What follows belongs to an exercise in optimizing a design on an open flow for small area and a short achievable clock period; a production flow would make more cautious choices.
No run shown here included a check of the RTL's function; only the layout flow was run.
No activity file was given, so power comes from the tool's default toggle rates.

==> design.v <==
package fpcvt_pkg;
    localparam int FLAG_W        = 3;
    localparam int FLAG_INVALID  = 2;
    localparam int FLAG_OVERFLOW = 1;
    localparam int FLAG_INEXACT  = 0;
    localparam int FP64_BIAS = 1023;
endpackage
`timescale 1ns/10ps
module fp64_to_int64 #(
    parameter int TAG_W = 4
) (
    input  logic                          clk,
    input  logic                          load,
    input  logic [63:0]                   in_data,
    input  logic [TAG_W-1:0]              in_tag,
    output logic [63:0]                   q_word,
    output logic                          q_sign,
    output logic [fpcvt_pkg::FLAG_W-1:0]  q_flags,
    output logic [TAG_W-1:0]              q_tag
);
    logic        s;
    logic [10:0] e;
    logic [51:0] m;
    logic        m_nz;
    logic        is_nan, in_rng, shifted, sat, exact_min, below_one, at_one;
    logic [5:0]  amt;
    logic [64:0] sh [0:6];
    logic [6:0]  st;
    logic        inexact_n;
    logic [63:0] nxt_word;
    logic [fpcvt_pkg::FLAG_W-1:0] nxt_flags;
    assign s = in_data[63];
    assign e = in_data[62:52];
    assign m = in_data[51:0];
    assign m_nz = |m;
    assign is_nan    = (e == 11'h7ff) && m_nz;
    assign in_rng    = e[10] && (e[9:6] == 4'd0);
    assign shifted   = in_rng && (e[5:1] != 5'h1f);
    assign sat       = e[10] && !shifted && !is_nan;
    assign exact_min = (e == 11'd1086) && s && !m_nz;
    assign below_one = !e[10] && (e[9:0] != 10'h3ff);
    assign at_one    = !e[10] && (e[9:0] == 10'h3ff);
    assign amt   = ~e[5:0];
    assign sh[0] = {1'b1, m, 12'd0};
    assign st[0] = 1'b0;
    for (genvar j = 0; j < 6; j++) begin : g_sh
        localparam int D = 1 << (5 - j);
        assign sh[j+1] = amt[5-j] ? {{D{1'b0}}, sh[j][64:D]} : sh[j];
        assign st[j+1] = st[j] | (amt[5-j] & (|sh[j][D-1:0]));
    end
    assign inexact_n = st[6];
    always_comb begin
        nxt_word = '0;
        if (shifted) nxt_word = sh[6][63:0];
        if (at_one)  nxt_word[0] = 1'b1;
        if (sat)     nxt_word = s ? 64'h8000_0000_0000_0000 : 64'h7fff_ffff_ffff_ffff;
    end
    always_comb begin
        nxt_flags = '0;
        nxt_flags[fpcvt_pkg::FLAG_INVALID]  = is_nan;
        nxt_flags[fpcvt_pkg::FLAG_OVERFLOW] = sat && !exact_min;
        nxt_flags[fpcvt_pkg::FLAG_INEXACT]  = (below_one && ((e != 11'd0) || m_nz))
                                            || (at_one && m_nz)
                                            || (shifted && inexact_n);
    end
    always_ff @(posedge clk) begin
        if (load) begin
            q_word  <= nxt_word;
            q_sign  <= s;
            q_flags <= nxt_flags;
            q_tag   <= in_tag;
        end
    end
endmodule
`timescale 1ns/10ps
module int64_to_fp64 #(
    parameter int TAG_W = 4
) (
    input  logic                 clk,
    input  logic                 load,
    input  logic [63:0]          in_data,
    input  logic [TAG_W-1:0]     in_tag,
    output logic [63:0]          q_word,
    output logic                 q_sticky,
    output logic [TAG_W-1:0]     q_tag
);
    logic        s;
    logic [63:0] x;
    logic [63:0] d;
    logic [5:0]  lzd;
    logic [63:0] xs [0:6];
    logic        low_nz;
    logic        is_zero;
    logic        pow2neg;
    logic [10:0] exp_v, exp_n, exp_p;
    logic [63:0] nxt_word;
    assign x = in_data;
    assign s = x[63];
    assign d[0] = 1'b1;
    assign d[63:1] = x[63:1] ^ x[62:0];
    lzc64 u_lzc (.v(d), .cnt(lzd));
    assign xs[0] = x;
    for (genvar j = 0; j < 6; j++) begin : g_sh
        localparam int D = 1 << (5 - j);
        assign xs[j+1] = lzd[5-j] ? {xs[j][63-D:0], {D{1'b0}}} : xs[j];
    end
    assign low_nz  = |xs[6][9:0];
    assign is_zero = (x == 64'd0);
    assign pow2neg = s && !(|(d[63:1] & ~x[63:1]));
    assign exp_n = (lzd[5] ? (lzd[4] ? (lzd[3] ? (lzd[2] ? (lzd[1] ? (lzd[0] ? 11'd1022 : 11'd1023) : (lzd[0] ? 11'd1024 : 11'd1025)) : (lzd[1] ? (lzd[0] ? 11'd1026 : 11'd1027) : (lzd[0] ? 11'd1028 : 11'd1029))) : (lzd[2] ? (lzd[1] ? (lzd[0] ? 11'd1030 : 11'd1031) : (lzd[0] ? 11'd1032 : 11'd1033)) : (lzd[1] ? (lzd[0] ? 11'd1034 : 11'd1035) : (lzd[0] ? 11'd1036 : 11'd1037)))) : (lzd[3] ? (lzd[2] ? (lzd[1] ? (lzd[0] ? 11'd1038 : 11'd1039) : (lzd[0] ? 11'd1040 : 11'd1041)) : (lzd[1] ? (lzd[0] ? 11'd1042 : 11'd1043) : (lzd[0] ? 11'd1044 : 11'd1045))) : (lzd[2] ? (lzd[1] ? (lzd[0] ? 11'd1046 : 11'd1047) : (lzd[0] ? 11'd1048 : 11'd1049)) : (lzd[1] ? (lzd[0] ? 11'd1050 : 11'd1051) : (lzd[0] ? 11'd1052 : 11'd1053))))) : (lzd[4] ? (lzd[3] ? (lzd[2] ? (lzd[1] ? (lzd[0] ? 11'd1054 : 11'd1055) : (lzd[0] ? 11'd1056 : 11'd1057)) : (lzd[1] ? (lzd[0] ? 11'd1058 : 11'd1059) : (lzd[0] ? 11'd1060 : 11'd1061))) : (lzd[2] ? (lzd[1] ? (lzd[0] ? 11'd1062 : 11'd1063) : (lzd[0] ? 11'd1064 : 11'd1065)) : (lzd[1] ? (lzd[0] ? 11'd1066 : 11'd1067) : (lzd[0] ? 11'd1068 : 11'd1069)))) : (lzd[3] ? (lzd[2] ? (lzd[1] ? (lzd[0] ? 11'd1070 : 11'd1071) : (lzd[0] ? 11'd1072 : 11'd1073)) : (lzd[1] ? (lzd[0] ? 11'd1074 : 11'd1075) : (lzd[0] ? 11'd1076 : 11'd1077))) : (lzd[2] ? (lzd[1] ? (lzd[0] ? 11'd1078 : 11'd1079) : (lzd[0] ? 11'd1080 : 11'd1081)) : (lzd[1] ? (lzd[0] ? 11'd1082 : 11'd1083) : (lzd[0] ? 11'd1084 : 11'd1085))))));
    assign exp_p = (lzd[5] ? (lzd[4] ? (lzd[3] ? (lzd[2] ? (lzd[1] ? (lzd[0] ? 11'd1023 : 11'd1024) : (lzd[0] ? 11'd1025 : 11'd1026)) : (lzd[1] ? (lzd[0] ? 11'd1027 : 11'd1028) : (lzd[0] ? 11'd1029 : 11'd1030))) : (lzd[2] ? (lzd[1] ? (lzd[0] ? 11'd1031 : 11'd1032) : (lzd[0] ? 11'd1033 : 11'd1034)) : (lzd[1] ? (lzd[0] ? 11'd1035 : 11'd1036) : (lzd[0] ? 11'd1037 : 11'd1038)))) : (lzd[3] ? (lzd[2] ? (lzd[1] ? (lzd[0] ? 11'd1039 : 11'd1040) : (lzd[0] ? 11'd1041 : 11'd1042)) : (lzd[1] ? (lzd[0] ? 11'd1043 : 11'd1044) : (lzd[0] ? 11'd1045 : 11'd1046))) : (lzd[2] ? (lzd[1] ? (lzd[0] ? 11'd1047 : 11'd1048) : (lzd[0] ? 11'd1049 : 11'd1050)) : (lzd[1] ? (lzd[0] ? 11'd1051 : 11'd1052) : (lzd[0] ? 11'd1053 : 11'd1054))))) : (lzd[4] ? (lzd[3] ? (lzd[2] ? (lzd[1] ? (lzd[0] ? 11'd1055 : 11'd1056) : (lzd[0] ? 11'd1057 : 11'd1058)) : (lzd[1] ? (lzd[0] ? 11'd1059 : 11'd1060) : (lzd[0] ? 11'd1061 : 11'd1062))) : (lzd[2] ? (lzd[1] ? (lzd[0] ? 11'd1063 : 11'd1064) : (lzd[0] ? 11'd1065 : 11'd1066)) : (lzd[1] ? (lzd[0] ? 11'd1067 : 11'd1068) : (lzd[0] ? 11'd1069 : 11'd1070)))) : (lzd[3] ? (lzd[2] ? (lzd[1] ? (lzd[0] ? 11'd1071 : 11'd1072) : (lzd[0] ? 11'd1073 : 11'd1074)) : (lzd[1] ? (lzd[0] ? 11'd1075 : 11'd1076) : (lzd[0] ? 11'd1077 : 11'd1078))) : (lzd[2] ? (lzd[1] ? (lzd[0] ? 11'd1079 : 11'd1080) : (lzd[0] ? 11'd1081 : 11'd1082)) : (lzd[1] ? (lzd[0] ? 11'd1083 : 11'd1084) : (lzd[0] ? 11'd1085 : 11'd1086))))));
    assign exp_v = pow2neg ? exp_p : exp_n;
    assign nxt_word = {s, exp_v & {11{!is_zero}}, xs[6][61:10]};
    always_ff @(posedge clk) begin
        if (load) begin
            q_word    <= nxt_word;
            q_sticky  <= low_nz;
            q_tag     <= in_tag;
        end
    end
endmodule
module lzc64 (
    input  logic [63:0] v,
    output logic [5:0]  cnt
);
    logic [31:0] v1;  logic [0:0] c1 [0:31];
    logic [15:0] v2;  logic [1:0] c2 [0:15];
    logic [7:0]  v3;  logic [2:0] c3 [0:7];
    logic [3:0]  v4;  logic [3:0] c4 [0:3];
    logic [1:0]  v5;  logic [4:0] c5 [0:1];
    always_comb begin
        for (int i = 0; i < 32; i++) begin
            v1[i] = v[2*i+1] | v[2*i];
            c1[i] = !v[2*i+1];
        end
        for (int i = 0; i < 16; i++) begin
            v2[i] = v1[2*i+1] | v1[2*i];
            c2[i] = v1[2*i+1] ? {1'b0, c1[2*i+1]} : {1'b1, c1[2*i]};
        end
        for (int i = 0; i < 8; i++) begin
            v3[i] = v2[2*i+1] | v2[2*i];
            c3[i] = v2[2*i+1] ? {1'b0, c2[2*i+1]} : {1'b1, c2[2*i]};
        end
        for (int i = 0; i < 4; i++) begin
            v4[i] = v3[2*i+1] | v3[2*i];
            c4[i] = v3[2*i+1] ? {1'b0, c3[2*i+1]} : {1'b1, c3[2*i]};
        end
        for (int i = 0; i < 2; i++) begin
            v5[i] = v4[2*i+1] | v4[2*i];
            c5[i] = v4[2*i+1] ? {1'b0, c4[2*i+1]} : {1'b1, c4[2*i]};
        end
        cnt = v5[1] ? {1'b0, c5[1]} : {1'b1, c5[0]};
    end
endmodule
`timescale 1ns/10ps
module result_arbiter #(
    parameter int TAG_W = 4
) (
    input  logic                         clk,
    input  logic                         rst,
    input  logic                         f2i_valid,
    output logic                         f2i_ready,
    input  logic                         i2f_valid,
    output logic                         i2f_ready,
    output logic                         load0,
    output logic                         load1,
    input  logic [63:0]                  word0,
    input  logic                         sign0,
    input  logic [fpcvt_pkg::FLAG_W-1:0] flags0,
    input  logic [TAG_W-1:0]             tag0,
    input  logic [63:0]                  word1,
    input  logic                         sticky1,
    input  logic [TAG_W-1:0]             tag1,
    output logic                         res_valid,
    input  logic                         res_ready,
    output logic [63:0]                  res_data,
    output logic [fpcvt_pkg::FLAG_W-1:0] res_flags,
    output logic [TAG_W-1:0]             res_tag,
    output logic                         res_src
);
    logic held0, held1, prio, grant1;
    logic n_held0, n_held1, n_prio;
    logic take0, take1, xfer;
    logic [63:0] r0, r1;
    assign res_valid = held0 | held1;
    assign res_src   = grant1;
    assign take0     = res_ready & !grant1;
    assign take1     = res_ready & grant1;
    assign f2i_ready = !held0 | take0;
    assign i2f_ready = !held1 | take1;
    assign load0     = f2i_valid & f2i_ready;
    assign load1     = i2f_valid & i2f_ready;
    assign xfer      = res_valid & res_ready;
    always_comb begin
        n_held0 = load0 | (held0 & !take0);
        n_held1 = load1 | (held1 & !take1);
        n_prio  = xfer ? !grant1 : prio;
        if (rst) begin
            n_held0 = 1'b0;
            n_held1 = 1'b0;
            n_prio  = 1'b0;
        end
    end
    always_ff @(posedge clk) begin
        held0  <= n_held0;
        held1  <= n_held1;
        prio   <= n_prio;
        grant1 <= n_held1 & (!n_held0 | n_prio);
    end
    cond_neg #(.W(64)) u_neg0 (.v(word0), .st(1'b0), .neg(sign0), .r(r0));
    cond_neg #(.W(52)) u_neg1 (.v(word1[51:0]), .st(sticky1), .neg(word1[63]), .r(r1[51:0]));
    assign r1[63:52] = word1[63:52];
    assign res_data  = grant1 ? r1 : r0;
    assign res_flags = grant1 ? {2'b00, sticky1} : flags0;
    assign res_tag   = grant1 ? tag1 : tag0;
endmodule
module cond_neg #(
    parameter int W = 64
) (
    input  logic [W-1:0] v,
    input  logic         st,
    input  logic         neg,
    output logic [W-1:0] r
);
    logic [W-1:0] p;
    always_comb begin
        p = {v[W-2:0], st};
        for (int l = 0; (1 << l) < W; l++) begin
            for (int i = 0; i < W; i++) begin
                if ((i >> l) & 1)
                    p[i] = p[i] | p[((i >> l) << l) - 1];
            end
        end
    end
    assign r = v ^ ({W{neg}} & p);
endmodule
`timescale 1ns/10ps
module fpcvt_top #(
    parameter int TAG_W = 4
) (
    input  logic                         clk,
    input  logic                         rst,
    input  logic                         f2i_valid,
    output logic                         f2i_ready,
    input  logic [63:0]                  f2i_data,
    input  logic [TAG_W-1:0]             f2i_tag,
    input  logic                         i2f_valid,
    output logic                         i2f_ready,
    input  logic [63:0]                  i2f_data,
    input  logic [TAG_W-1:0]             i2f_tag,
    output logic                         res_valid,
    input  logic                         res_ready,
    output logic [63:0]                  res_data,
    output logic [fpcvt_pkg::FLAG_W-1:0] res_flags,
    output logic [TAG_W-1:0]             res_tag,
    output logic                         res_src
);
    logic                         load0, load1;
    logic [63:0]                  word0, word1;
    logic                         sign0, sticky1;
    logic [fpcvt_pkg::FLAG_W-1:0] flags0;
    logic [TAG_W-1:0]             tag0, tag1;
    fp64_to_int64 #(.TAG_W(TAG_W)) u_f2i (
        .clk     (clk),
        .load    (load0),
        .in_data (f2i_data),
        .in_tag  (f2i_tag),
        .q_word  (word0),
        .q_sign  (sign0),
        .q_flags (flags0),
        .q_tag   (tag0)
    );
    int64_to_fp64 #(.TAG_W(TAG_W)) u_i2f (
        .clk       (clk),
        .load      (load1),
        .in_data   (i2f_data),
        .in_tag    (i2f_tag),
        .q_word    (word1),
        .q_sticky  (sticky1),
        .q_tag     (tag1)
    );
    result_arbiter #(.TAG_W(TAG_W)) u_arb (
        .clk       (clk),
        .rst       (rst),
        .f2i_valid (f2i_valid),
        .f2i_ready (f2i_ready),
        .i2f_valid (i2f_valid),
        .i2f_ready (i2f_ready),
        .load0     (load0),
        .load1     (load1),
        .word0     (word0),
        .sign0     (sign0),
        .flags0    (flags0),
        .tag0      (tag0),
        .word1     (word1),
        .sticky1   (sticky1),
        .tag1      (tag1),
        .res_valid (res_valid),
        .res_ready (res_ready),
        .res_data  (res_data),
        .res_flags (res_flags),
        .res_tag   (res_tag),
        .res_src   (res_src)
    );
endmodule
==> flow/run.sh <==
#!/bin/bash
# The standard layout, with the port buffers made as buf_1 cells instead of
# the buffer_ports default (a slow delay cell on this platform).
set -euo pipefail
export BUFFER_PORTS_ARGS="-buffer_cell sky130_fd_sc_hd__buf_1"
bash standard.sh > flow_standard.log 2>&1
==> standard.sh <==
#!/bin/bash
# synth_recipe.tcl (not shown) runs the flow's synth.tcl, then flattens the netlist and writes it again
# the make line also repeats each setting of config.mk as NAME=value (left out here)
make -C /OpenROAD-flow-scripts/flow DESIGN_CONFIG=/design/flow/config.mk WORK_HOME=/design/flow/orfs CLKGATE_MAP_FILE= SYNTH_SCRIPT=/design/flow/synth_recipe.tcl "${@:-finish}"
==> config.mk <==
export PLATFORM = sky130hd
export DESIGN_NAME = fpcvt_top
export DESIGN_NICKNAME = fpcvt_top
export VERILOG_FILES = /design/flow/design.v
export SDC_FILE = /design/flow/constraint.sdc
export NUM_CORES = 4
export LEC_CHECK = 0
export ABC_AREA = 1
export CAP_MARGIN = 20
export CORE_MARGIN = 2
export CORE_UTILIZATION = 40
export SETUP_SLACK_MARGIN = 2.7
export SLEW_MARGIN = 20
==> constraint.sdc <==
create_clock -name core_clock -period 7.0 [get_ports {clk}]
set_input_delay 1.4000 -clock core_clock [delete_from_list [all_inputs] [get_ports {clk}]]
set_output_delay 1.4000 -clock core_clock [all_outputs]
set_load 0.01 [all_outputs]
==> run summary, run 1 <==
DP Cell Count 3,591; Worst-path clk slew 70 ps; Logic pwr share 37.7%; pin count of the biggest net entering global routing 76; Top FF cell, synth edfxtp_1; GP Congestion 1.09; drt total wl 75,500 um; WL/cell 20.6 um; Vias/cell 5.89; Critical Path Start Type flop; DRC viols 0; Final Critical Period 4380 ps; power per cell area 158 nW/um^2; Ys Warns 13; Final Slew Violations 0; biggest area consumer among synthesized cells edfxtp_1; final setup fails 0; flops & latches, synth 142; Post-synth EDFFs 138; first-pass GRT wire length 112,000 um; Root Driver clkbuf_16; total die area 45,800 sq um; clk_skew 14.7 ps; Crit. End Element output port; outcome finished clean; hold path cells 2; GRT Resource Usage Total 31.1%; sw frac 41.4%; Crit path required time 5600 ps; total vias in the final route 21,600; Initial DRT Pass Iterations 6; design area 20,300 sq um; share of the synthesized area in the top cell type 23.5%; Mapped Avg Cell Area 6.01 sq um; Placed Area 18,600 sq um; total power 3.20 mW; H-tree depth 4; Mapped Cells 2,937; Reg power frac 34.6%; Synth top cells by count nand2_1, nand3_1, o21ai_0, inv_1, nor2_1; vias in the first global route 19,200; core box area 43,400 sq um; CTS Buf Count 17; peak supply drop 0.165 mV; Hold WC Path Type flop to flop; worst r2r path cells 4; share of post-route cells with drive strength above 1 9.99%; Slew @ Worst Pin 965 ps; max-cap viol count 0; syn nets 3,115; highest clock rate 228 MHz; Routed Antenna Nets 0; top cells by area, synth edfxtp_1, nand2_1, nand3_1; Final period util 62.5%; most common cell in the netlist nand2_1; CTS tree yes; number of core rows 76; Post-synth ARST share 0%; Leakage 8.94 nW; internal power 1.88 mW; DRT iter0 DRCs 2,551; clock latency on the worst-skew pair 440 ps; starting density of the core 40.7%; hold bufs inserted after CTS 0; Area growth, synth to finish 14.8%; synthesized area 17,700 sq um; Final Hold Fails 0; PortBufs 215; die height 214 um; Synth cell types 57; register area share after synthesis 23.9%; switching pwr 1.32 mW; CTS sink count 142; NumNets Final 3,247; unrepaired setup endpoints after global routing yes; I/O pin cnt 216; Clock power frac 27.7%; Max FO, Critical Path 6; Fin Setup TNS 0 ps; die width 214 um; Max clock buf depth 2; ANT cells 0; Congestion Overflow GR 0; Crit Path Category flop to output port; # fillers 4,720; Slew headroom 35.7%; worst path arrival time 2980 ps; initial antenna violation count 0; Final Instance Count excl. Fillers 3,667; HPWL after DPL 57,600 um
## path summary, 6_finish.rpt
check / start / to / slack (ps)
max: u_i2f.q_sticky / res_data[38] / 2620
min: u_arb.prio / u_arb.prio / 490
max reg2reg: u_arb.grant1 / u_i2f.q_word[2] / 4480
min reg2reg: u_arb.prio / u_arb.prio / 490
## cell usage in the layout, fill, tap and decap left out, drive strengths merged, types with 2 or more instances in the layout
| cell | count |
|---|---|
| nand2 | 918 |
| nand3 | 507 |
| o21ai | 326 |
| inv | 270 |
| buf | 265 |
| nor2 | 163 |
| edfxtp | 138 |
| a21oi | 116 |
| o221ai | 45 |
| nand4 | 43 |
| ha | 37 |
| clkbuf | 35 |
| mux2i | 31 |
| o22ai | 27 |
| nor3 | 22 |
| nor4 | 19 |
| xor2 | 18 |
| a31oi | 13 |
| o211ai | 12 |
| or2 | 11 |
| clkinv | 10 |
| xnor2 | 8 |
| o31ai | 6 |
| clkinvlp | 6 |
| a21o | 5 |
| dfxtp | 4 |
| nand3b | 3 |
| o21bai | 3 |
| o2111ai | 3 |
| a22oi | 3 |
| mux2 | 2 |
| o2bb2ai | 2 |
| a211oi | 2 |
| and3 | 2 |
## stage by stage
stage	setup slack, ps	hold WS, ps	util, %
floorplan	3170	446	-
global placement	1410	463	42.9
detailed placement	1360	477	43.0
CTS	2560	494	45.2
global route	2480	526	46.8
finish	2620	493	46.8
## worst max-delay path, cell delays in order, from the launching register on
cell	delay, ps
edfxtp_1	430
nor2_2	190
nand2_2	100
nor2_4	140
nand3_4	110
nor2_4	150
nand3_2	100
nor2_4	150
nand3_2	120
nor2_4	200
buf_4	180
nand2_1	50
nand2_1	90
a21oi_1	90
o21ai_2	140
o21ai_0	140
buf_1	160
## power groups by stage
stage | clock network, mW | logic, mW | registers [mW]
floorplan | 0 | 0.732 | 1.09
global placement | 0 | 1.10 | 1.12
detailed placement | 0 | 1.11 | 1.12
CTS | 0.899 | 1.14 | 1.10
global route | 0.931 | 1.33 | 1.11
finish | 0.885 | 1.21 | 1.11
## state kept, by name, summed over array words and instances (netlist names)
signal / flops
u_f2i.q_sign: 1
u_f2i.q_tag: 4
u_arb.prio: 1
u_i2f.q_tag: 4
u_arb.held1: 1
u_arb.held0: 1
u_i2f.q_word: 61
u_i2f.q_sticky: 1
u_f2i.q_word: 64
u_arb.grant1: 1
u_f2i.q_flags: 3
## what timing repair did
action / CTS / global route
setup endpoints to repair: 114 / 152
resized for setup: 99 / 126
buffers inserted: 16 / 17
cloned: 0 / 11
pin swaps: 21 / 39
## cell type report
cell class,instances,area [sq um],area share (%)
Clock inverter,15,145,0.716
Inverter,270,1050,5.19
Sequential cell,142,4230,20.8
Tap cell,585,732,3.61
Multi-Input combinational cell,2354,12100,59.6
Timing Repair Buffer,283,1600,7.88
Clock buffer,17,425,2.10
Timing Repair inverter,1,5.00,0.0247
## layer usage
| metal | global-route usage (%) | share of wire, % | vias up |
|---|---|---|---|
| met5 | 0 | 0 | - |
| met4 | 11.2 | 3.8 | 0 |
| met3 | 4.00 | 9.6 | 168 |
| met2 | 47.2 | 43 | 1177 |
| met1 | 45.1 | 44 | 9932 |
| li1 | - | - | 10300 |
## cell families after synthesis
kind of cell	share of synthesized area [%]
AND/OR/NAND/NOR	41.7
AO/OA/AOI/OAI	18.1
buffers and inverters	10.5
flip-flops	23.9
adder cells (fa/ha/maj)	2.62
multiplexers	1.89
XOR/XNOR	1.29
==> inputs of run 2 (changes only) <==
--- a/design.v
+++ b/design.v
@@ -17,5 +17,6 @@
     output logic                          q_sign,
     output logic [fpcvt_pkg::FLAG_W-1:0]  q_flags,
-    output logic [TAG_W-1:0]              q_tag
+    output logic [TAG_W-1:0]              q_tag,
+    output logic [6:0]                    q_blk
 );
     logic        s;
@@ -30,4 +31,5 @@
     logic [63:0] nxt_word;
     logic [fpcvt_pkg::FLAG_W-1:0] nxt_flags;
+    logic [6:0]  nxt_blk;
     assign s = in_data[63];
     assign e = in_data[62:52];
@@ -64,4 +66,9 @@
                                             || (shifted && inexact_n);
     end
+    always_comb begin
+        for (int b = 0; b < 7; b++) begin
+            nxt_blk[b] = |nxt_word[8*b +: 8];
+        end
+    end
     always_ff @(posedge clk) begin
         if (load) begin
@@ -70,4 +77,5 @@
             q_flags <= nxt_flags;
             q_tag   <= in_tag;
+            q_blk   <= nxt_blk;
         end
     end
@@ -83,5 +91,6 @@
     output logic [63:0]          q_word,
     output logic                 q_sticky,
-    output logic [TAG_W-1:0]     q_tag
+    output logic [TAG_W-1:0]     q_tag,
+    output logic [5:0]           q_blk
 );
     logic        s;
@@ -95,4 +104,5 @@
     logic [10:0] exp_v, exp_n, exp_p;
     logic [63:0] nxt_word;
+    logic [5:0]  nxt_blk;
     assign x = in_data;
     assign s = x[63];
@@ -112,4 +122,10 @@
     assign exp_v = pow2neg ? exp_p : exp_n;
     assign nxt_word = {s, exp_v & {11{!is_zero}}, xs[6][61:10]};
+    always_comb begin
+        for (int b = 0; b < 6; b++) begin
+            nxt_blk[b] = |xs[6][10 + 8*b +: 8];
+        end
+        nxt_blk[0] = nxt_blk[0] | low_nz;
+    end
     always_ff @(posedge clk) begin
         if (load) begin
@@ -117,4 +133,5 @@
             q_sticky  <= low_nz;
             q_tag     <= in_tag;
+            q_blk     <= nxt_blk;
         end
     end
@@ -169,7 +186,9 @@
     input  logic [fpcvt_pkg::FLAG_W-1:0] flags0,
     input  logic [TAG_W-1:0]             tag0,
+    input  logic [6:0]                   blk0,
     input  logic [63:0]                  word1,
     input  logic                         sticky1,
     input  logic [TAG_W-1:0]             tag1,
+    input  logic [5:0]                   blk1,
     output logic                         res_valid,
     input  logic                         res_ready,
@@ -182,4 +201,5 @@
     logic n_held0, n_held1, n_prio;
     logic take0, take1, xfer;
+    logic [63:0] below0, below1;
     logic [63:0] r0, r1;
     assign res_valid = held0 | held1;
@@ -208,31 +228,24 @@
         grant1 <= n_held1 & (!n_held0 | n_prio);
     end
-    cond_neg #(.W(64)) u_neg0 (.v(word0), .st(1'b0), .neg(sign0), .r(r0));
-    cond_neg #(.W(52)) u_neg1 (.v(word1[51:0]), .st(sticky1), .neg(word1[63]), .r(r1[51:0]));
-    assign r1[63:52] = word1[63:52];
+    function automatic [63:0] below_of;
+        input [63:0] v;
+        input [6:0]  blk;
+        input        st;
+        logic [7:0]  pb;
+        pb[0] = st;
+        for (int b = 1; b < 8; b++) pb[b] = |(blk & 7'((1 << b) - 1));
+        for (int i = 0; i < 64; i++) begin
+            below_of[i] = pb[i / 8];
+            for (int j = (i / 8) * 8; j < i; j++) below_of[i] = below_of[i] | v[j];
+        end
+    endfunction
+    assign below0 = below_of(word0, blk0, 1'b0);
+    assign below1 = below_of({12'd0, word1[51:0]}, {1'b0, blk1}, sticky1);
+    assign r0 = word0 ^ ({64{sign0}} & below0);
+    assign r1 = {word1[63:52], word1[51:0] ^ ({52{word1[63]}} & below1[51:0])};
     assign res_data  = grant1 ? r1 : r0;
     assign res_flags = grant1 ? {2'b00, sticky1} : flags0;
     assign res_tag   = grant1 ? tag1 : tag0;
 endmodule
-module cond_neg #(
-    parameter int W = 64
-) (
-    input  logic [W-1:0] v,
-    input  logic         st,
-    input  logic         neg,
-    output logic [W-1:0] r
-);
-    logic [W-1:0] p;
-    always_comb begin
-        p = {v[W-2:0], st};
-        for (int l = 0; (1 << l) < W; l++) begin
-            for (int i = 0; i < W; i++) begin
-                if ((i >> l) & 1)
-                    p[i] = p[i] | p[((i >> l) << l) - 1];
-            end
-        end
-    end
-    assign r = v ^ ({W{neg}} & p);
-endmodule
 `timescale 1ns/10ps
 module fpcvt_top #(
@@ -261,4 +274,6 @@
     logic [fpcvt_pkg::FLAG_W-1:0] flags0;
     logic [TAG_W-1:0]             tag0, tag1;
+    logic [6:0]                   blk0;
+    logic [5:0]                   blk1;
     fp64_to_int64 #(.TAG_W(TAG_W)) u_f2i (
         .clk     (clk),
@@ -269,5 +284,6 @@
         .q_sign  (sign0),
         .q_flags (flags0),
-        .q_tag   (tag0)
+        .q_tag   (tag0),
+        .q_blk   (blk0)
     );
     int64_to_fp64 #(.TAG_W(TAG_W)) u_i2f (
@@ -278,5 +294,6 @@
         .q_word    (word1),
         .q_sticky  (sticky1),
-        .q_tag     (tag1)
+        .q_tag     (tag1),
+        .q_blk     (blk1)
     );
     result_arbiter #(.TAG_W(TAG_W)) u_arb (
@@ -293,7 +310,9 @@
         .flags0    (flags0),
         .tag0      (tag0),
+        .blk0      (blk0),
         .word1     (word1),
         .sticky1   (sticky1),
         .tag1      (tag1),
+        .blk1      (blk1),
         .res_valid (res_valid),
         .res_ready (res_ready),
--- a/config.mk
+++ b/config.mk
@@ -9,5 +9,5 @@
 export CAP_MARGIN = 20
 export CORE_MARGIN = 2
-export CORE_UTILIZATION = 40
-export SETUP_SLACK_MARGIN = 2.7
+export CORE_UTILIZATION = 46
+export SETUP_SLACK_MARGIN = 2.8
 export SLEW_MARGIN = 20
==> run 2 against run 1 <==
  * Still clean on timing, DRC and antenna
  * Register-to-register slack got worse by 310 ps
  * Cell count increased by 1.8%
  * Synthesized cell count increased by 1.3%
  * Via count increased by 3.2%
  * Die area decreased by 12%
  * Wire length increased by 0.55%
  * Area after synthesis increased by 0.78%
  * Setup slack improved by 96 ps
  * Highest routed layer is now met5
==> run summary, run 2 <==
clock latency on the worst-skew pair 450 ps; DRC viols 0; most frequent cells in the layout nand2_1, nand3_1, inv_1; setup ws final 2720 ps; pin count of the biggest net entering global routing 80; CP max stage delay 450 ps; Worst-path clk slew 80 ps; share of the synthesized area in the top cell type 25.5%; CP max-delay cell edfxtp_1; worst path bufs/invs 3; I/O pin cnt 216; DRT iter0 DRCs 2,772; Top FF cell, synth edfxtp_1; CP cell instances nor2_4, buf_6, nand3_4, nor2_4, nand2_4, nor4_4, nor2_1, nor2_1, nor2_2, a21oi_4, buf_6, xor2_4, o21ai_2, buf_2; Crit. End Element output port; final setup fails 0; register area share after synthesis 25.9%; Slew headroom 29.5%; CTS tree yes; Initial DRT Pass Iterations 6; most used routing layer met1; CTS sink count 155; Crit Path Category flop to output port; Largest Register u_f2i.q_word; H-tree depth 4; max reg flops 64; unrepaired setup endpoints after global routing yes; die width 201 um; top flop regs u_f2i.q_word (64), u_i2f.q_word (61), u_f2i.q_blk (7); Post-synth ARST share 0%; met2 usage 51.0%; starting density of the core 46.4%; Mapped Avg Cell Area 5.98 sq um; Final period util 61.2%; commonest non-fill, non-tap cell in the layout nand2_1; initial antenna violation count 2; Final Critical Period 4280 ps; ANT cells 0; top cells by area, synth edfxtp_1, nand2_1, nand3_1; HPWL after DPL 55,300 um; total power 3.58 mW; PortBufs 215; Place WS 1840 ps; die height 201 um; total vias in the final route 22,300; Congestion Overflow GR 0; power per cell area 165 nW/um^2; Root Driver clkbuf_16; WL/cell 20.3 um; most common cell in the netlist nand2_1; Vias/cell 5.97; worst path arrival time 2880 ps; max-cap viol count 0; CTS Buf Count 17; worst reg2reg setup slack 4170 ps; first-pass GRT wire length 111,000 um; Ys Warns 11; flops & latches, synth 155; clk_skew 19.5 ps; Hold WC Path Type flop to flop; total die area 40,300 sq um; M3 GR Usage 5.73%; met1 usage 51.7%; drt total wl 75,900 um; Area growth, synth to finish 22.1%; core box area 38,400 sq um; share of post-route cells with drive strength above 1 14.4%; Synth cell types 58; synthesized area 17,800 sq um; number of core rows 72; Synth top cells by count nand2_1, nand3_1, o21ai_0, inv_1, nor2_1; Critical Path Start Type flop; Post-synth EDFFs 151; vias in the first global route 19,500; Routed Antenna Nets 0; Final Slew Violations 0; Crit path required time 5600 ps; peak supply drop 0.168 mV; Mapped Cells 2,974; Max clock buf depth 2; NumNets Final 3,379; Max FO, Critical Path 3; delay-heaviest family, CP simple AND/OR/NAND/NOR gates; Leakage 9.83 nW; syn nets 3,152; GP Congestion 1.03; Slew @ Worst Pin 1060 ps; highest clock rate 234 MHz; # fillers 3,915; outcome finished clean; biggest area consumer among synthesized cells edfxtp_1; Fin Setup TNS 0 ps; GRT Resource Usage Total 35.0%; Final Hold Fails 0
-- run 2: cell count changes in the layout (fill, tap and decap cells not counted), sizes merged, moves of 20 or more --
cell / before / now
o221ai: 45 / 6
nor2: 163 / 222
nand4: 43 / 23
o22ai: 27 / 53
nand3: 507 / 370
o211ai: 12 / 33
inv: 270 / 325
buf: 265 / 320
nand2: 918 / 990
-- run 2: routing by layer --
metal | vias to the layer above | part of all wire (%) | routed length, um
met5 | - | 0.017 | 13
met4 | 2 | 4.1 | 3080
met3 | 194 | 11 | 8610
met2 | 1352 | 41 | 31500
met1 | 10300 | 43 | 32700
li1 | 10400 | - | -
-- run 2: final timing paths --
| kind | start | to | cells after the start |
|---|---|---|---|
| worst min-delay path | u_arb.prio | u_arb.prio | 2 |
| worst max-delay path | u_f2i.q_blk[0] | res_data[62] | 14 |
| worst min register to register | u_arb.prio | u_arb.prio | 2 |
| worst max register to register | u_arb.grant1 | u_i2f.q_word[50] | 4 |
-- run 2: logic make-up (layout without fill, tap and decap cells) --
logic type / after synthesis / after routing / synth area share, %
buffers and inverters: 484 / 715 / 10.9
and+or+nand+nor: 1651 / 1660 / 39.3
AOI/OAI and AO/OA: 594 / 594 / 18.4
muxes: 30 / 30 / 1.69
xor gates and xnor gates: 23 / 23 / 1.13
DFF: 155 / 155 / 25.9
adders and majority gates: 37 / 37 / 2.60
-- run 2: stage by stage --
step | area, sq um | hold WS (ps) | cells | util (%)
after floorplan | 17800 | 446 | 2974 | -
after global placement | 18700 | 467 | 3571 | 48.8
after detailed placement | 18700 | 470 | 3571 | 48.8
after CTS | 20200 | 489 | 3653 | 52.7
after global routing | 21700 | 532 | 3732 | 56.6
final | 21700 | 482 | 3732 | 56.6
-- run 2: power breakdown --
part	internal [mW]	switching [mW]	total, mW	leakage [nW]
registers	1.13	0.0666	1.20	1.48
clock network	0.486	0.459	0.945	0.295
logic	0.476	0.967	1.44	8.06
total	2.09	1.49	3.58	9.83
-- run 2: final cells by class --
cell class | instances | area [sq um] | area share, %
timing repair inverter | 2 | 10.0 | 0.0461
timing repair buffer | 355 | 2350 | 10.8
sequential | 155 | 4620 | 21.2
inverter | 326 | 1250 | 5.77
clock inverter | 15 | 195 | 0.898
tap | 518 | 648 | 2.98
multi-input combinational | 2344 | 12200 | 56.3
clock buffer | 17 | 425 | 1.96
-- run 2: worst reg2reg max path, delay by kind of cell (launching register included) --
family / cells / cell delay [ps]
buffers and inverters: 2 / 1380
flip-flops: 1 / 590
AO/OA/AOI/OAI: 1 / 250
AND/OR/NAND/NOR: 1 / 120
-- run 2: repair_timing --
item	4_1_cts	5_1_grt
buffers inserted	43	65
endpoints found under the setup margin	165	119
resized for setup	136	242
pin swaps	15	44
gates cloned	7	14
hold buffers	0	0
==> inputs of run 3 (changes only) <==
--- a/config.mk
+++ b/config.mk
@@ -10,4 +10,4 @@
 export CORE_MARGIN = 2
 export CORE_UTILIZATION = 46
-export SETUP_SLACK_MARGIN = 2.8
+export SETUP_SLACK_MARGIN = 3.1
 export SLEW_MARGIN = 20
==> run 3 against run 2 <==
  * Still clean
  * Count of clock-buffer cells in the layout stayed put
  * Cell count is 4.8% higher
  * Clock power hardly changed
  * Via count is 7.6% higher
  * Register-to-register slack better by 150 ps
  * Final area is 15% higher
  * Fmax is 0.14% higher
  * Sequential power hardly changed
  * Area after synthesis stayed put
  * Non-clock buffer count is 162 higher
  * Sequential share of layout area is 2.7 points lower
==> run summary, run 3 <==
Synth cell types 58; starting density of the core 46.4%; Crit Path Category flop to output port; Ys Warns 11; r2r startpoint u_arb.grant1; HPWL after DPL 55,200 um; vias in the first global route 20,200; I/O pin cnt 216; Final Critical Period 4270 ps; biggest area consumer among synthesized cells edfxtp_1; HP Start u_arb.prio; hold bufs inserted after CTS 0; Hold Path End u_arb.prio; Post-synth ARST share 0%; Initial DRT Pass Iterations 8; # fillers 3,510; Area growth, synth to finish 40.0%; Vias/cell 6.13; max reg flops 64; NumNets Final 3,556; Worst-path clk slew 80 ps; die width 201 um; Final Instance Count excl. Fillers 3,910; Routed Antenna Nets 0; CTS sink count 155; DRC viols 0; top flop regs u_f2i.q_word (64), u_i2f.q_word (61), u_f2i.q_blk (7); Final Hold Fails 0; Sequential Area 4620 sq um; Max FO, Critical Path 3; commonest non-fill, non-tap cell in the layout nand2_1; register area share after synthesis 25.9%; pin count of the biggest net entering global routing 87; DRT iter0 DRCs 3,298; Place WS 1870 ps; Critical Path Start Type flop; Mapped Cells 2,974; worst r2r path cells 4; most frequent cells in the layout nand2_1, nand3_1, inv_1; CTS tree yes; highest clock rate 234 MHz; number of core rows 72; Largest Register u_f2i.q_word; share of post-route cells with drive strength above 1 26.3%; Slew headroom 31.5%; die height 201 um; Mapped Avg Cell Area 5.98 sq um; Max clock buf depth 2; initial antenna violation count 2; total die area 40,300 sq um; worst path arrival time 2870 ps; clk_skew 10.8 ps; GRT Resource Usage Total 36.8%; outcome finished clean; hold path cells 2; Top FF cell, synth edfxtp_1; Crit path required time 5600 ps; core box area 38,400 sq um; Leakage 11.3 nW; top cells by area, synth edfxtp_1, nand2_1, nand3_1; max-cap viol count 0; syn nets 3,152; unrepaired setup endpoints after global routing yes; Synth top cells by count nand2_1, nand3_1, o21ai_0, inv_1, nor2_1; Slew @ Worst Pin 1030 ps; CTS Buf Count 17; Fin Setup TNS 0 ps; worst reg2reg setup slack 4320 ps; Root Driver clkbuf_16; GP Congestion 1.03; most common cell in the netlist nand2_1; peak supply drop 0.178 mV; H-tree depth 4; DP Cell Count 3,573; PortBufs 215; first-pass GRT wire length 116,000 um; WL/cell 21.8 um; share of the synthesized area in the top cell type 25.5%; clock latency on the worst-skew pair 440 ps; drt total wl 85,100 um; setup ws final 2730 ps; final setup fails 0; r2r endpoint u_i2f.q_word[48]; Hold WC Path Type flop to flop; Multi-input gate area 13,400 sq um; Congestion Overflow GR 0; flops & latches, synth 155; synthesized area 17,800 sq um; Worst Hold Slack 489 ps; Placed Area 18,800 sq um; Crit. End Element output port; Final period util 61.1%; total vias in the final route 24,000; design area 24,900 sq um; Post-synth EDFFs 151; power per cell area 155 nW/um^2; Final Slew Violations 0
[run 3: cell counts after synthesis]
No cell type changed its count.
[run 3: what timing repair did]
action,in CTS,in global routing
setup buffers,121,133
gates cloned,19,31
gates resized for setup,297,544
hold endpoints to repair,0,0
pin swaps,52,141
endpoints found under the setup margin,179,158
[run 3: logic make-up (layout without fill, tap and decap cells)]
family                   Yosys count  after routing  synth area share, %
AND/OR/NAND/NOR                 1651           1668                 39.3
AO/OA/AOI/OAI                    594            597                 18.4
buffers and inverters            484            881                 10.9
flip-flops                       155            155                 25.9
adder cells (fa/ha/maj)           37             37                 2.60
multiplexers                      30             30                 1.69
XOR/XNOR                          23             23                 1.13
other                              0              1                    0
[run 3: power by group]
group | internal, mW | leakage, nW | switching, mW
logic | 0.622 | 9.53 | 1.09
registers | 1.13 | 1.48 | 0.0684
clock network | 0.485 | 0.295 | 0.459
[run 3: layout make-up]
class                   instances  area share, %
repair buffers                517           16.8
multi-input cells            2355           54.0
clock inverters                15          0.774
well taps                     518           2.60
flip-flops and latches        155           18.5
diodes                          1         0.0100
inverters                     326           5.28
clock buffers                  17           1.71
repair inverters                6          0.261
[run 3: worst max-delay path by stage]
stage | startpoint | to | cells past startpoint
2_1_floorplan | i2f_data[14] | u_i2f.q_word[62] | 22
5_1_grt | u_i2f.q_blk[1] | res_data[39] | 16
4_1_cts | u_f2i.q_blk[0] | res_data[55] | 15
6_report | u_i2f.q_blk[1] | res_data[38] | 15
3_3_place_gp | i2f_data[57] | u_i2f.q_blk[3] | 21
3_5_place_dp | i2f_data[62] | u_i2f.q_blk[2] | 20
[run 3: routing by layer]
metal  vias up  track usage, %  routed length (um)
met5         -               0                   0
li1      10800               -                   -
met2      1872            54.1               35500
met4         0            13.7                4270
met1     10900            53.3               34300
met3       334            7.35               11100
[run 3: worst max-delay path, cell delays in order, from the launching register on]
cell      delay [ps]
edfxtp_1         430
nor2_4           210
nand2_2          120
nor2_1           130
inv_1             80
nor2_2           140
inv_2             50
nor3_2           110
inv_1             80
nor2_1           120
inv_1             70
o21ai_1          210
nand2_1          140
buf_4            160
a32o_2           260
buf_6            130
[run 3: metrics by stage]
| step | total power [mW] | utilization [%] |
|---|---|---|
| 2_1_floorplan | 1.98 | - |
| 3_3_place_gp | 2.38 | 48.9 |
| 3_5_place_dp | 2.40 | 48.9 |
| 4_1_cts | 3.52 | 56.2 |
| 5_1_grt | 4.02 | 64.9 |
| 6_report | 3.86 | 64.9 |

## afterwards: timing with drivers on the ports
The flow's constraints put no driver on any port. The routed layouts listed below were extracted and timed again, unchanged, in two steps.
Step 1: set_driving_cell puts a clkbuf_16 on clk and a buf_2 on each other input, an assumption about the parent block.
Step 2 also shifts input and output timing later by t, the mid clock arrival at the registers, as if the neighbouring blocks saw the same clock.
Three values: ideal, step 1, step 2; two values: the first two.
| run | t, ns | slack for setup (ns) | worst setup path at the end | worst data-port slew with drivers (ns) |
|---|---|---|---|---|
| run 1 | 0.487 | 2.623 / 2.570 / 2.443 | input to register | 0.04 |
| run 2 | 0.491 | 2.719 / 2.666 / 2.469 | input to register | 0.04 |
| run 3 | 0.495 | 2.725 / 2.672 / 2.628 | input to register | 0.05 |
After both steps setup and hold are still met in every run listed. For run 2, which loses most, drivers alone change the setup slack by -0.053 ns; drivers and shift together by -0.250 ns.
